This design comes from an exercise in tuning for small area and a short achievable clock period on the open sky130 flow, not from production work.
Where RTL was checked, it was by simulation tests only, not by an equivalence proof against the original.

## mem_stage
module mem_stage (
  input  logic        clk,
  input  logic        reset,
  input  logic        start,
  input  logic        is_load,
  input  logic        is_store,
  input  logic        is_amo,
  input  logic        unsigned_load,
  input  logic [1:0]  size,
  input  logic [3:0]  amo_op,
  input  logic [63:0] addr,
  input  logic [63:0] wdata,
  input  logic [63:0] pmpaddr0,
  input  logic [7:0]  pmpcfg0,
  input  logic [1:0]  priv_mode,
  output logic        done,
  output logic        fault,
  output logic [63:0] result,
  output logic        dbus_valid,
  output logic [63:0] dbus_addr,
  output logic [63:0] dbus_wdata,
  output logic [7:0]  dbus_strobe,
  output logic [1:0]  dbus_size,
  input  logic        dbus_data_ok,
  input  logic [63:0] dbus_rdata
);
For scale: about 170 flip-flops, ~490 I/O pins, about 16000 um2 of cells after synthesis.
export LEC_CHECK = 0
export ABC_AREA = 1
export CAP_MARGIN = 20
export CORE_MARGIN = 2
export CORE_UTILIZATION = 40
export PLACE_DENSITY = 0.6
export SETUP_SLACK_MARGIN = 4
export SLEW_MARGIN = 20
create_clock -name core_clock -period 8.0 [get_ports {clk}]
standard.sh (not shown) runs the stock make flow with config.mk's settings and CLKGATE_MAP_FILE= SYNTH_SCRIPT=/design/flow/synth_recipe.tcl, a recipe that flattens the netlist after the stock synthesis.
==> flow/flow/run.sh <==
#!/bin/bash
# The standard layout (standard.sh: the ORFS flow with the standard flow's synthesis script), run with
# a few settings changed through the environment:
#  - the port buffers that global placement inserts are buf_1 cells (buffer_ports otherwise
#    picks the slow clkdlybuf4s50_1); every port still gets its buffer;
#  - no full/half-adder cell extraction in synthesis (ADDER_MAP_FILE empty), so ABC maps the
#    adders and compare trees as plain logic. Registers and their names are unchanged;
#  - clock tree synthesis without dummy loads, with clkbuf_8 buffers (a small tree suffices
#    for about 150 flip-flops).
# The make output goes to make_finish.log; each ORFS step keeps its own log under orfs/logs.
set -euo pipefail
export BUFFER_PORTS_ARGS="-buffer_cell sky130_fd_sc_hd__buf_1"
export ADDER_MAP_FILE=
export CTS_ARGS="-sink_clustering_enable -repair_clock_nets -dont_use_dummy_load -buf_list sky130_fd_sc_hd__clkbuf_8"
bash standard.sh > make_finish.log 2>&1
The first run completed with no timing, DRC or antenna violations.
Next try:
Settings changed: SETUP_SLACK_MARGIN 4 to 4.75.
After rerunning: The changed run ran to the end with no violations. Routed wire length rose by about a fifth. Synthesized area does not change. Setup slack gains 0.36 ns.

========
The RTL this note starts from:
==> flow/design.v <==
`default_nettype none
package mem_pkg;
  localparam int XLEN   = 64;
  localparam int STRB_W = XLEN / 8;
endpackage
`default_nettype wire
`timescale 1ns/1ps
`default_nettype none
module cmp_tree #(
  parameter int N = 32
) (
  input  logic [N-1:0] a,
  input  logic [N-1:0] b,
  output logic         lt,
  output logic         eq
);
  localparam int M = 1 << $clog2(N);
  function automatic logic [1:0] fold(input logic [N-1:0] x, input logic [N-1:0] y);
    logic [M-1:0] l, e;
    l = '0;
    e = '1;
    for (int i = 0; i < N; i++) begin
      l[i] = !x[i] && y[i];
      e[i] = !(x[i] ^ y[i]);
    end
    for (int w = M / 2; w >= 1; w = w / 2) begin
      for (int j = 0; j < w; j++) begin
        l[j] = l[2*j+1] || (e[2*j+1] && l[2*j]);
        e[j] = e[2*j+1] && e[2*j];
      end
    end
    fold = {l[0], e[0]};
  endfunction
  assign {lt, eq} = fold(a, b);
endmodule
module pmp_checker (
  input  logic [63:0] addr,
  input  logic        is_write,
  input  logic [7:0]  pmpcfg0,
  input  logic [63:0] pmpaddr0,
  input  logic [1:0]  priv_mode,
  output logic        access_fault
);
  logic hi8_zero, hi10_zero;
  logic tor_lt, na4_eq, napot_eq;
  logic match, perm_ok;
  assign hi8_zero  = ~|addr[63:56];
  assign hi10_zero = hi8_zero & ~|addr[55:54];
  assign napot_eq  = addr[53:12] == pmpaddr0[53:12];
  cmp_tree #(.N(54)) u_cmp (
    .a  (addr[55:2]),
    .b  (pmpaddr0[53:0]),
    .lt (tor_lt),
    .eq (na4_eq)
  );
  always_comb begin
    case (pmpcfg0[4:3])
      2'd1:    match = hi8_zero & tor_lt;
      2'd2:    match = hi8_zero & na4_eq;
      2'd3:    match = hi10_zero & napot_eq;
      default: match = 1'b0;
    endcase
  end
  assign perm_ok      = is_write ? pmpcfg0[1] : pmpcfg0[0];
  assign access_fault = match ? !perm_ok : (priv_mode != 2'd3);
endmodule
`default_nettype wire
`timescale 1ns/1ps
`default_nettype none
module lane_align (
  input  logic [2:0]  offset,
  input  logic [1:0]  size,
  input  logic        unsigned_load,
  input  logic [63:0] rdata,
  output logic [63:0] load_value
);
  logic [63:0] shifted;
  logic        sign;
  assign shifted = rdata >> {offset, 3'b000};
  always_comb begin
    case (size)
      2'd0:    sign = shifted[7];
      2'd1:    sign = shifted[15];
      default: sign = shifted[31];
    endcase
    sign = sign & !unsigned_load;
    case (size)
      2'd0:    load_value = {{56{sign}}, shifted[7:0]};
      2'd1:    load_value = {{48{sign}}, shifted[15:0]};
      2'd2:    load_value = {{32{sign}}, shifted[31:0]};
      default: load_value = shifted;
    endcase
  end
endmodule
`default_nettype wire
`timescale 1ns/1ps
`default_nettype none
module amo_alu (
  input  logic [3:0]  op,
  input  logic [31:0] a,
  input  logic [31:0] b,
  output logic [31:0] amo_new
);
  logic [31:0] p, g, sum;
  logic [31:0] gg;    
  logic        lt31, eq31, lt_u, lt_s, pick_a;
  assign p = a ^ b;
  assign g = a & b;
  function automatic logic [31:0] prefix_g(input logic [31:0] gi, input logic [31:0] pi);
    logic [31:0] gx, px;
    gx = gi;
    px = pi;
    for (int k = 0; k < 5; k++) begin
      for (int i = 0; i < 32; i++) begin
        if (i & (1 << k)) begin
          gx[i] = gx[i] | (px[i] & gx[((i >> k) << k) - 1]);
          px[i] = px[i] & px[((i >> k) << k) - 1];
        end
      end
    end
    prefix_g = gx;
  endfunction
  assign gg = prefix_g(g, p);
  assign sum = p ^ {gg[30:0], 1'b0};
  cmp_tree #(.N(31)) u_cmp (
    .a  (a[30:0]),
    .b  (b[30:0]),
    .lt (lt31),
    .eq (eq31)
  );
  assign lt_u = (a[31] ^ b[31]) ? b[31] : lt31;
  assign lt_s = (a[31] ^ b[31]) ? a[31] : lt31;
  always_comb begin
    case (op)
      4'd5:    pick_a = lt_s;
      4'd6:    pick_a = !lt_s;
      4'd7:    pick_a = lt_u;
      4'd8:    pick_a = !lt_u;
      default: pick_a = 1'b1;
    endcase
    case (op)
      4'd0:    amo_new = b;
      4'd1:    amo_new = sum;
      4'd2:    amo_new = p;
      4'd3:    amo_new = g;
      4'd4:    amo_new = p | g;
      default: amo_new = pick_a ? a : b;
    endcase
  end
endmodule
`default_nettype wire
`timescale 1ns/1ps
`default_nettype none
module mem_stage (
  input  logic        clk,
  input  logic        reset,
  input  logic        start,
  input  logic        is_load,
  input  logic        is_store,
  input  logic        is_amo,
  input  logic        unsigned_load,
  input  logic [1:0]  size,
  input  logic [3:0]  amo_op,
  input  logic [63:0] addr,
  input  logic [63:0] wdata,
  input  logic [63:0] pmpaddr0,
  input  logic [7:0]  pmpcfg0,
  input  logic [1:0]  priv_mode,
  output logic        done,
  output logic        fault,
  output logic [63:0] result,
  output logic        dbus_valid,
  output logic [63:0] dbus_addr,
  output logic [63:0] dbus_wdata,
  output logic [7:0]  dbus_strobe,
  output logic [1:0]  dbus_size,
  input  logic        dbus_data_ok,
  input  logic [63:0] dbus_rdata
);
  logic        valid_q;     
  logic        done_q;
  logic        fault_q;
  logic        wr_q;        
  logic        amo_q;
  logic        ra_q;        
  logic        uns_q;
  logic [1:0]  size_q;
  logic [3:0]  op_q;
  logic [63:0] addr_q;
  logic [63:0] data_q;
  logic        idle, accept, is_mem, access_fault, last, cap;
  logic [1:0]  size_in;
  logic [63:0] store_data;
  logic [63:0] load_value;
  logic [31:0] amo_new;
  logic [7:0]  size_mask;
  assign idle    = !valid_q && !done_q;
  assign accept  = start && idle;
  assign is_mem  = is_load || is_store || is_amo;
  assign size_in = is_amo ? 2'd2 : size;
  assign last    = !amo_q || wr_q;
  assign cap     = valid_q && dbus_data_ok && !wr_q;    
  pmp_checker u_pmp (
    .addr         (addr),
    .is_write     (is_store || is_amo),
    .pmpcfg0      (pmpcfg0),
    .pmpaddr0     (pmpaddr0),
    .priv_mode    (priv_mode),
    .access_fault (access_fault)
  );
  always_ff @(posedge clk or posedge reset) begin
    if (reset) begin
      valid_q <= 1'b0;
      done_q  <= 1'b0;
      fault_q <= 1'b0;
    end else begin
      valid_q <= accept ? (is_mem && !access_fault)
                        : (valid_q && !(dbus_data_ok && last));
      done_q  <= accept ? (!is_mem || access_fault)
                        : (valid_q && dbus_data_ok && last);
      fault_q <= accept && is_mem && access_fault;
    end
  end
  always_comb begin
    case (size_in)
      2'd0:    store_data = {8{wdata[7:0]}};
      2'd1:    store_data = {4{wdata[15:0]}};
      2'd2:    store_data = {2{wdata[31:0]}};
      default: store_data = wdata;
    endcase
  end
  lane_align u_lane (
    .offset        (addr_q[2:0]),
    .size          (size_q),
    .unsigned_load (uns_q),
    .rdata         (dbus_rdata),
    .load_value    (load_value)
  );
  always_ff @(posedge clk) begin
    if (accept) begin
      wr_q   <= 1'b0;
      amo_q  <= is_amo;
      ra_q   <= !is_amo && (is_store || !is_load);
      uns_q  <= !is_amo && unsigned_load;
      size_q <= size_in;
      op_q   <= amo_op;
      addr_q <= addr;
    end else if (cap && amo_q) begin
      wr_q   <= 1'b1;
    end
    if (accept) data_q[31:0] <= store_data[31:0];
    else if (cap) data_q[31:0] <= load_value[31:0];
    if (accept) data_q[63:32] <= store_data[63:32];
    else if (cap) data_q[63:32] <= amo_q ? amo_new : load_value[63:32];
  end
  amo_alu u_amo (
    .op      (op_q),
    .a       (load_value[31:0]),
    .b       (data_q[63:32]),
    .amo_new (amo_new)
  );
  assign done        = done_q;
  assign fault       = fault_q;
  assign dbus_valid  = valid_q;
  assign dbus_addr   = addr_q;
  assign dbus_size   = size_q;
  always_comb begin
    case (size_q)
      2'd0:    size_mask = 8'h01;
      2'd1:    size_mask = 8'h03;
      2'd2:    size_mask = 8'h0f;
      default: size_mask = 8'hff;
    endcase
  end
  assign dbus_strobe = (ra_q || wr_q) ? size_mask << addr_q[2:0] : 8'd0;
  assign dbus_wdata  = {data_q[63:32], wr_q ? data_q[63:32] : data_q[31:0]};
  assign result      = (ra_q || fault_q) ? addr_q
                     : {amo_q ? {32{data_q[31]}} : data_q[63:32], data_q[31:0]};
endmodule
`default_nettype wire
==> flow/config.mk <==
export PLATFORM = sky130hd
export DESIGN_NAME = mem_stage
export DESIGN_NICKNAME = mem_stage
export VERILOG_FILES = /design/flow/design.v
export SDC_FILE = /design/flow/constraint.sdc
export NUM_CORES = 4
export LEC_CHECK = 0
export CAP_MARGIN = 20
export CORE_MARGIN = 2
export CORE_UTILIZATION = 40
export PLACE_DENSITY = 0.6
export SETUP_SLACK_MARGIN = 4.5
export SLEW_MARGIN = 20
==> flow/constraint.sdc <==
create_clock -name core_clock -period 8.0 [get_ports {clk}]
set_input_delay 1.6000 -clock core_clock [delete_from_list [all_inputs] [get_ports {clk}]]
set_output_delay 1.6000 -clock core_clock [all_outputs]
set_load 0.01 [all_outputs]
==> flow/flow/run.sh <==
#!/bin/bash
# The standard layout (standard.sh: the ORFS synthesis and flow, unchanged) with one
# difference: the port buffers that global placement inserts are buf_1 cells instead of the
# cell buffer_ports picks by itself (a slow clkdlybuf4s50_1).
set -euo pipefail
export BUFFER_PORTS_ARGS="-buffer_cell sky130_fd_sc_hd__buf_1"
bash standard.sh > make_finish.log 2>&1
==> next run, changes <==
Settings changed: SETUP_SLACK_MARGIN 4.5 to 3.5.
Effect: Routed wire length came out lower by 5.6%. Core utilization is lower by 3.6 points. Global-route usage went down by 1.4 points. Sequential share of layout area climbs by 1.4 points. Non-clock buffer count shrinks by 38. Final cell count decreases by 1.2%. Die area does not change.
No run of this note included a check of the RTL's function; only the layout flow was run.

==> port drivers added, routing unchanged <==
The flow's constraints put no driver on any port. The routed layouts listed below were extracted and timed again, unchanged, in two steps. Step 1, drivers: a clkbuf_16 drives clk and a buf_2 each remaining input, both assumed. Step 2 moves the port delays by t, midway between the first and last clock arrival at a register: inputs arrive t later, outputs are due t later. That takes back most of the time a late clock gives input paths. Slacks: no drivers / after step 1 / after step 2; pairs: no drivers / after step 1.
| run | t (ns) | setup slack, ns | cell pins on the clock port's net |
|---|---|---|---|
| the first run of note 1 | 0.563 | 4.093 / 4.049 / 3.558 | 1 |
| the second run of note 1 | 0.606 | 4.456 / 4.401 / 3.948 | 1 |
| the first run of note 2 | 0.517 | 2.502 / 2.517 / 2.000 | 1 |
| the second run of note 2 | 0.508 | 2.509 / 2.507 / 1.999 | 1 |
After both steps every run listed still meets setup and hold. The setup slack of the first run of note 1, which loses most, moves by -0.044 ns with the drivers and by -0.535 ns with both steps.
